Context: an optimization exercise on an open-source flow, tuned for small area, a short achievable clock period and few clock cycles. The choices shown serve that exercise and are no tape-out recipe.
In this exercise RTL edits were held to simulation tests only and were not proved equivalent to the original.
No driver is modelled on the clock port, so clock power and skew are understated where the tree is cut down; a real chip needs a root buffer or a tree.
Power figures rest on the tool's default switching activity, not on a simulated workload.

==> flow/design.v (excerpt) <==
module wildcard_name_matcher (
    input  logic       i_clk,
    input  logic       i_rst_n,
    input  logic       i_valid,
    output logic       o_ready,
    input  logic       i_cmd,
    input  logic [7:0] i_ch,
    input  logic       i_last,
    output logic       o_valid,
    input  logic       i_ready,
    output logic       o_matched,
    output logic       o_pattern_overflow
);
Size in the first run: ~1200 cells after synthesis, about 330 flip-flops, roughly 18 I/O pins, roughly 15000 um2 of cells after synthesis.
Settings: LEC_CHECK=0, CAP_MARGIN=20, CORE_MARGIN=2, CORE_UTILIZATION=40, SETUP_SLACK_MARGIN=3.2, SLEW_MARGIN=20, TNS_END_PERCENT=30; clock period 5.0 ns.
standard.sh (not shown) runs the stock make flow with config.mk's settings and CLKGATE_MAP_FILE= SYNTH_SCRIPT=/design/flow/synth_recipe.tcl, a recipe that flattens the netlist after the stock synthesis.
==> flow/flow/run.sh <==
#!/bin/bash
# The standard layout (standard.sh), except that
# - the ports are buffered with sky130_fd_sc_hd__buf_4, not the cell
#   buffer_ports picks by default;
# - the clock tree is built by flow/clock_tree.tcl in place of
#   clock_tree_synthesis: four root buffers on the clock port, each driving the
#   leaf buffers of the flip-flop groups near it.
set -euo pipefail
bash standard.sh synth > synth.log 2>&1
bash standard.sh 'BUFFER_PORTS_ARGS=-buffer_cell sky130_fd_sc_hd__buf_4' "PRE_CTS_TCL=$PWD/flow/clock_tree.tcl" finish > layout.log 2>&1
Other scripts of this flow, unchanged in this note and not shown: flow/flow/clock_tree.tcl
Testbench counts at the start, summed over its fixed seeds: cycles 32,693.
Rerun with:
- CORE_UTILIZATION: 40 -> 55
- PLACE_DENSITY: default -> 0.7
- TNS_END_PERCENT: 30 -> 50
Worst setup slack is worse by 26 ps.
Total power is about the same.
Final area goes down by 0.89%.
Utilization is higher by 17 points.
Clock skew is lower by 6.4 ps.
Synthesized cell count stays the same.
Critical path depth climbs by 2.
Fmax came out lower by about 1.4%.
First-iteration DRC count rose by 21%.
Rerun with:
- CORE_UTILIZATION: 55 -> 40
- PLACE_DENSITY: 0.7 -> default
- TNS_END_PERCENT: 50 -> default
Result:
- The changed run went through all stages and came out clean
- synthesized cell count is unchanged
- die area is higher by 37%
- final cell count is higher by 8.2%
- sequential power hardly moves
- core utilization is lower by 17 points
Rerun with:
- SETUP_SLACK_MARGIN: 3.2 -> 3.15
- TNS_END_PERCENT: default -> 50
Effect:
- The new run produced a clean layout
- power shrinks by 0.42%
- global-route usage is about the same
- core utilization came out lower by 0.54 points
- clock skew barely changes
- cell area drops by about 1.2%
- wire length came out lower by about 0.75%
- via count falls by about 0.37%
- fmax barely changes
- worst hold slack stays flat
- die area stays the same
- flip-flop and latch count is unchanged
Rerun with:
--- a/flow/flow/run.sh
+++ b/flow/flow/run.sh
@@ -5,6 +5,9 @@
 # - the clock tree is built by flow/clock_tree.tcl in place of
 #   clock_tree_synthesis: four root buffers on the clock port, each driving the
-#   leaf buffers of the flip-flop groups near it.
+#   leaf buffers of the flip-flop groups near it;
+# - floorplan and placement repair timing with a setup margin of 2.8 ns, the
+#   later steps with the margin in config.mk.
 set -euo pipefail
 bash standard.sh synth > synth.log 2>&1
+bash standard.sh 'BUFFER_PORTS_ARGS=-buffer_cell sky130_fd_sc_hd__buf_4' "PRE_CTS_TCL=$PWD/flow/clock_tree.tcl" SETUP_SLACK_MARGIN=2.8 place > place.log 2>&1
 bash standard.sh 'BUFFER_PORTS_ARGS=-buffer_cell sky130_fd_sc_hd__buf_4' "PRE_CTS_TCL=$PWD/flow/clock_tree.tcl" finish > layout.log 2>&1
- SETUP_SLACK_MARGIN: 3.15 -> 3.2
Hold slack loses 4.2 ps.
Power hardly moves.
Flip-flop and latch count is unchanged.
No run of this note takes its clock network from TritonCTS; it comes from the design's own scripts or RTL.


main:
Another version of the RTL of wildcard_name_matcher (not shown whole).
Size in the first run: roughly 1200 cells after synthesis, about 330 flip-flops, roughly 15000 µm² of cells after synthesis.
Settings: LEC_CHECK=0, CAP_MARGIN=20, CORE_MARGIN=2, CORE_UTILIZATION=40, SETUP_SLACK_MARGIN=3.0, SLEW_MARGIN=20; clock period 5.0 ns.
==> flow/flow/run.sh <==
#!/bin/bash
# The standard layout (standard.sh), except that
# - the ports are buffered with sky130_fd_sc_hd__buf_4, not the cell
#   buffer_ports picks by default;
# - the clock tree is built by flow/clock_tree.tcl in place of
#   clock_tree_synthesis: four root buffers on the clock port, each driving the
#   leaf buffers of the flip-flop groups near it.
set -euo pipefail
bash standard.sh synth > synth.log 2>&1
bash standard.sh 'BUFFER_PORTS_ARGS=-buffer_cell sky130_fd_sc_hd__buf_4' "PRE_CTS_TCL=$PWD/flow/clock_tree.tcl" finish > layout.log 2>&1
Other scripts of this flow, unchanged in this note and not shown: flow/flow/clock_tree.tcl
Testbench counts of main, summed over its fixed seeds: cycles 32,693.
### main -> the feature branch
- setting TNS_END_PERCENT to 50 for the first time
- changing SETUP_SLACK_MARGIN from 3.0 to 3.1
Results
When the feature branch is set beside main, its utilization after layout turns out to be 0.30 points larger. Reported for the feature branch and main, synthesized cell count turned out identical to the last digit. Lower part of the power in combinational logic goes to main over the feature branch.
No run of this note takes its clock network from TritonCTS; it comes from the design's own scripts or RTL.


Another version of the RTL of wildcard_name_matcher (not shown whole).
Size: about 1200 cells after synthesis, roughly 310 flip-flops, ~15000 um^2 of cells after synthesis.
make LEC_CHECK=0 CAP_MARGIN=20 CORE_MARGIN=2 CORE_UTILIZATION=40 SETUP_SLACK_MARGIN=2.5 SLEW_MARGIN=20 finish   # period 5.0 ns
run.sh (not shown) runs the stock make flow with config.mk's settings and CLKGATE_MAP_FILE= SYNTH_SCRIPT=/design/flow/synth_recipe.tcl, a recipe that flattens the netlist after the stock synthesis.
Stock flow here: none of the scripts above is used.
The baseline finished clean.
Testbench counts at the start, summed over its fixed seeds: cycles 32,674.
==> next run, changes <==
- SETUP_SLACK_MARGIN: 2.5 -> 2.9
Effect: Critical path depth goes down by 3. Setup slack is better by 380 ps. Clock skew fell by 6.5 ps. Sequential power barely changes. Routed wire length climbs by 14%. Maximum frequency is higher by about 18%. Core utilization grows by 3.4 points.


garnet:
wildcard_name_matcher, a different RTL version from the one above (not shown whole).
Size in the first run: ~1100 cells after synthesis, about 320 flip-flops, ~18 I/O pins.
==> flow/design.v (excerpt) <==
module wildcard_name_matcher (
    input  logic       i_clk,
    input  logic       i_rst_n,
    input  logic       i_valid,
    output logic       o_ready,
    input  logic       i_cmd,
    input  logic [7:0] i_ch,
    input  logic       i_last,
    output logic       o_valid,
    input  logic       i_ready,
    output logic       o_matched,
    output logic       o_pattern_overflow
);
clock: 5.0 ns
lec_check: 0
cap_margin: 20
core_margin: 2
core_utilization: 40
setup_slack_margin: 3.05
slew_margin: 20
standard.sh (not shown) runs the stock make flow with config.mk's settings and CLKGATE_MAP_FILE= SYNTH_SCRIPT=/design/flow/synth_recipe.tcl, a recipe that flattens the netlist after the stock synthesis.
==> flow/flow/run.sh <==
#!/bin/bash
# The standard layout (standard.sh), except that the clock tree is built by
# flow/clock_tree.tcl (a root buffer driving one leaf buffer per group of about
# 25 flip-flops) in place of clock_tree_synthesis.
set -euo pipefail
bash standard.sh synth > synth.log 2>&1
bash standard.sh "PRE_CTS_TCL=$PWD/flow/clock_tree.tcl" finish > layout.log 2>&1
Other scripts of this flow, unchanged in this note and not shown: flow/flow/clock_tree.tcl
Testbench counts of garnet, summed over its fixed seeds: cycles 32,708.
Input-level comparison between indigo and garnet:
Settings: SETUP_SLACK_MARGIN changed from 3.05 to 2.95.
[summary]
Worst setup path endpoint = o_matched: indigo; worst setup path endpoint = g_cell[0].u_cell.r_byte[5]: garnet
From garnet to indigo, post-synthesis cell count did not move at all.
Between indigo and garnet, it is indigo whose largest driver fanout on the critical path is lower, by 4.
From garnet to indigo the numbers moved as follows: post-detailed-route via-to-cell ratio moved down, non-filler instance count after layout moved down, proportion of cell area occupied by multi-input gates moved up, final critical delay including setup and external delays moved down, peak supply drop moved down.
No run of this note takes its clock network from TritonCTS; it comes from the design's own scripts or RTL.


The RTL this note starts from:
==> flow/design.v <==
`timescale 1ns / 1ps
package wnm_pkg;
    localparam int MAX_PATTERN = 32;
    localparam int POS_W       = MAX_PATTERN + 1;
    localparam int LEN_W       = $clog2(MAX_PATTERN + 1);
    localparam logic [7:0] ANY_ONE = 8'd63;
    localparam logic [7:0] ANY_RUN = 8'd42;
    localparam logic [7:0] CODE_ANY_ONE = 8'h2B;
    localparam logic CMD_LOAD = 1'b0;
    localparam logic CMD_NAME = 1'b1;
    typedef struct packed {
        logic matched;
        logic pattern_overflow;
    } t_result;
endpackage
`timescale 1ns / 1ps
module wnm_cell (
    input  logic       i_clk,
    input  logic       i_shift,
    input  logic [7:0] i_d,
    input  logic [7:0] i_ch,
    output logic [7:0] o_q,
    output logic       o_hit,
    output logic       o_star
);
    logic [7:0] r_byte;
    logic       wild;
    always_ff @(posedge i_clk) begin
        if (i_shift) begin
            r_byte <= i_d;
        end
    end
    assign wild   = (r_byte[7:1] == wnm_pkg::ANY_RUN[7:1]);
    assign o_q    = r_byte;
    assign o_star = wild && !r_byte[0];
    assign o_hit  = (wild && r_byte[0]) || (r_byte == i_ch);
endmodule
`timescale 1ns / 1ps
module wnm_out_skid (
    input  logic             i_clk,
    input  logic             i_rst_n,
    input  logic             i_push,
    input  logic             i_push_next,
    input  wnm_pkg::t_result i_data,
    output logic             o_ready,
    output logic             o_valid,
    input  logic             i_ready,
    output wnm_pkg::t_result o_data
);
    logic    r_out_valid;
    logic    n_out_valid;
    wnm_pkg::t_result r_out;
    wnm_pkg::t_result n_out;
    logic    r_skid_valid;
    logic    n_skid_valid;
    wnm_pkg::t_result r_skid;
    wnm_pkg::t_result n_skid;
    logic    out_free;
    logic    r_ready;
    assign out_free = !r_out_valid || i_ready;
    always_comb begin
        n_out_valid  = r_out_valid;
        n_out        = r_out;
        n_skid_valid = r_skid_valid;
        n_skid       = r_skid;
        if (out_free) begin
            if (r_skid_valid) begin
                n_out_valid  = 1'b1;
                n_out        = r_skid;
                n_skid_valid = i_push;
                n_skid       = i_data;
            end else begin
                n_out_valid  = i_push;
                n_out        = i_data;
            end
        end else if (i_push) begin
            n_skid_valid = 1'b1;
            n_skid       = i_data;
        end
    end
    always_ff @(posedge i_clk) begin
        if (!i_rst_n) begin
            r_out_valid  <= 1'b0;
            r_skid_valid <= 1'b0;
            r_ready      <= 1'b1;
        end else begin
            r_out_valid  <= n_out_valid;
            r_skid_valid <= n_skid_valid;
            r_ready      <= !n_out_valid || (!n_skid_valid && !i_push_next);
        end
    end
    always_ff @(posedge i_clk) begin
        r_out  <= n_out;
        r_skid <= n_skid;
    end
    assign o_ready = r_ready;
    assign o_valid = r_out_valid;
    assign o_data  = r_out;
endmodule
`timescale 1ns / 1ps
module wildcard_name_matcher (
    input  logic       i_clk,
    input  logic       i_rst_n,
    input  logic       i_valid,
    output logic       o_ready,
    input  logic       i_cmd,
    input  logic [7:0] i_ch,
    input  logic       i_last,
    output logic       o_valid,
    input  logic       i_ready,
    output logic       o_matched,
    output logic       o_pattern_overflow
);
    localparam int N  = wnm_pkg::MAX_PATTERN;
    localparam int LW = wnm_pkg::LEN_W;
    logic [LW-1:0]  r_cnt;            
    logic [LW-1:0]  r_len;            
    logic           r_lstar;          
    logic           r_ovf;
    logic           r_load_restart;
    logic           r_name_restart;
    logic [N:0]     r_act;
    logic           in_fire;
    logic           ch_swap;
    logic [7:0]     ch_code;
    logic           r_shift;
    logic [7:0]     r_in_ch;
    logic           r_nm_v;
    logic           r_nm_first;
    logic           r_nm_last;
    logic           load_fire;
    logic           name_fire;
    logic           ch_star;
    logic [LW-1:0]  ld_cnt;
    logic [LW-1:0]  ld_len;
    logic           ld_lstar;
    logic           ld_ovf;
    logic           ld_room;
    logic           store;
    logic [7:0]     d   [N+1];
    logic [N-1:0]   hit;
    logic [N-1:0]   star;
    logic [N:0]     start;
    logic [N:0]     cur;
    logic [N:0]     closed;
    logic [N:0]     step;
    logic           push;
    wnm_pkg::t_result push_data;
    wnm_pkg::t_result out_data;
    assign in_fire   = i_valid && o_ready;
    assign load_fire = in_fire && (i_cmd == wnm_pkg::CMD_LOAD);
    assign name_fire = in_fire && (i_cmd == wnm_pkg::CMD_NAME);
    assign ch_star   = (i_ch == wnm_pkg::ANY_RUN);
    assign ch_swap   = (i_ch[7:5] == 3'b001) && i_ch[3] && (i_ch[1:0] == 2'b11) && (i_ch[4] == i_ch[2]);
    assign ch_code   = ch_swap ? (i_ch ^ 8'b0001_0100) : i_ch;
    assign ld_cnt   = r_load_restart ? '0 : r_cnt;
    assign ld_len   = r_load_restart ? '0 : r_len;
    assign ld_lstar = !r_load_restart && r_lstar;
    assign ld_ovf   = !r_load_restart && r_ovf;
    assign ld_room  = (ld_cnt < LW'(N));
    assign store    = load_fire && ld_room && !(ch_star && ld_lstar);
    always_ff @(posedge i_clk) begin
        if (!i_rst_n) begin
            r_shift <= 1'b0;
            r_nm_v  <= 1'b0;
        end else begin
            r_shift <= store;
            r_nm_v  <= name_fire;
        end
    end
    always_ff @(posedge i_clk) begin
        r_in_ch     <= ch_code;
        r_nm_last   <= i_last;
        r_nm_first  <= r_name_restart;
    end
    always_ff @(posedge i_clk) begin
        if (!i_rst_n) begin
            r_cnt          <= '0;
            r_len          <= '0;
            r_lstar        <= 1'b0;
            r_ovf          <= 1'b0;
            r_load_restart <= 1'b1;
            r_name_restart <= 1'b1;
        end else if (load_fire) begin
            r_cnt          <= ld_room ? ld_cnt + LW'(1) : ld_cnt;
            r_len          <= store ? ld_len + LW'(1) : ld_len;
            r_lstar        <= store ? ch_star : ld_lstar;
            r_ovf          <= ld_ovf || !ld_room;
            r_load_restart <= i_last;
            r_name_restart <= 1'b1;
        end else if (name_fire) begin
            r_name_restart <= i_last;
        end
    end
    assign d[0] = r_in_ch;
    for (genvar i = 0; i < N; i++) begin : g_cell
        wnm_cell u_cell (
            .i_clk   (i_clk),
            .i_shift (r_shift),
            .i_d     (d[i]),
            .i_ch    (r_in_ch),
            .o_q     (d[i+1]),
            .o_hit   (hit[i]),
            .o_star  (star[i])
        );
    end
    for (genvar q = 0; q <= N; q++) begin : g_pos
        assign start[q] = (r_len == LW'(q));
    end
    assign cur = r_nm_first ? start : r_act;
    for (genvar q = 0; q <= N; q++) begin : g_close
        if (q < N) begin : g_lo
            assign closed[q] = cur[q] || (cur[q+1] && star[q]);
        end else begin : g_hi
            assign closed[q] = cur[q];
        end
    end
    for (genvar q = 0; q <= N; q++) begin : g_step
        logic stay;
        logic move;
        if (q > 0) begin : g_stay
            assign stay = closed[q] && (star[q-1] || !r_nm_v);
        end else begin : g_nostay
            assign stay = closed[q] && !r_nm_v;
        end
        if (q < N) begin : g_move
            assign move = closed[q+1] && hit[q] && r_nm_v;
        end else begin : g_nomove
            assign move = 1'b0;
        end
        assign step[q] = stay || move;
    end
    always_ff @(posedge i_clk) begin
        r_act <= step;
    end
    assign push                       = r_nm_v && r_nm_last;
    assign push_data.matched          = step[0] || (step[1] && star[0]);
    assign push_data.pattern_overflow = r_ovf;
    wnm_out_skid u_out (
        .i_clk       (i_clk),
        .i_rst_n     (i_rst_n),
        .i_push      (push),
        .i_push_next (name_fire && i_last),
        .i_data      (push_data),
        .o_ready     (o_ready),
        .o_valid     (o_valid),
        .i_ready     (i_ready),
        .o_data      (out_data)
    );
    assign o_matched          = out_data.matched;
    assign o_pattern_overflow = out_data.pattern_overflow;
endmodule
Settings: LEC_CHECK=0, CAP_MARGIN=20, CORE_MARGIN=2, CORE_UTILIZATION=40, SETUP_SLACK_MARGIN=3.1, SLEW_MARGIN=20; clock period 5.0 ns.
==> flow/flow/run.sh <==
#!/bin/bash
# The standard layout (standard.sh), except that
# - the ports are buffered with sky130_fd_sc_hd__buf_4, not the cell
#   buffer_ports picks by default;
# - the clock tree is built by flow/clock_tree.tcl in place of
#   clock_tree_synthesis: four root buffers on the clock port, each driving the
#   leaf buffers of the flip-flop groups near it.
set -euo pipefail
bash standard.sh synth > synth.log 2>&1
bash standard.sh 'BUFFER_PORTS_ARGS=-buffer_cell sky130_fd_sc_hd__buf_4' "PRE_CTS_TCL=$PWD/flow/clock_tree.tcl" finish > layout.log 2>&1
Other scripts of this flow, unchanged in this note and not shown: flow/flow/clock_tree.tcl
Testbench counts at the start, summed over its fixed seeds: cycles 32,708.
Then changed:
--- a/flow/config.mk
+++ b/flow/config.mk
@@ -9,4 +9,4 @@
 export CORE_MARGIN = 2
 export CORE_UTILIZATION = 40
-export SETUP_SLACK_MARGIN = 3.1
+export SETUP_SLACK_MARGIN = 3.0
 export SLEW_MARGIN = 20
What happened:
- cell area falls by about 1%
- sequential power is about the same
- combinational power falls by about 1%
No run of this note takes its clock network from TritonCTS; it comes from the design's own scripts or RTL.

afterwards: timing with drivers on the ports:
No port has a modelled driver above. Below, the same layouts with a new extraction and two added sets of constraints. Step 1 assumes that a clkbuf_16 drives the clock port and a buf_2 every other input. Step 2 moves the port delays by t, midway between the first and last clock arrival at a register: inputs arrive t later, outputs are due t later. That takes back most of the time a late clock gives input paths. a / b / c = ideal / step 1 / step 2; a / b = the first two.
run	shift t [ns]	setup slack, ns	clock arrival spread, ns
the first run of note 1	0.419	3.225 / 3.143 / 2.886	0.022 / 0.022
the second run of note 1	0.407	3.199 / 3.150 / 2.874	0.016 / 0.016
the third run of note 1	0.420	3.185 / 3.147 / 2.880	0.023 / 0.023
the fourth run of note 1	0.420	3.187 / 3.145 / 2.853	0.021 / 0.020
the fifth run of note 1	0.418	3.240 / 3.146 / 2.907	0.020 / 0.021
main	0.420	3.042 / 3.042 / 2.884	0.043 / 0.044
the feature branch	0.422	3.170 / 3.078 / 2.876	0.045 / 0.044
the first run of note 3	0.573	2.524 / 2.517 / 1.976	0.017 / 0.017
the second run of note 3	0.576	2.899 / 2.843 / 2.340	0.014 / 0.014
garnet	0.514	2.867 / 2.867 / 2.620	0.019 / 0.019
indigo	0.508	2.965 / 2.932 / 2.549	0.021 / 0.021
the first run of note 5	0.413	3.016 / 3.019 / 2.673	0.014 / 0.015
the second run of note 5	0.417	3.011 / 2.907 / 2.703	0.019 / 0.019
After both steps every run listed still meets setup and hold. For the second run of note 3, which loses most, drivers alone change the setup slack by -0.056 ns; drivers and shift together by -0.559 ns.
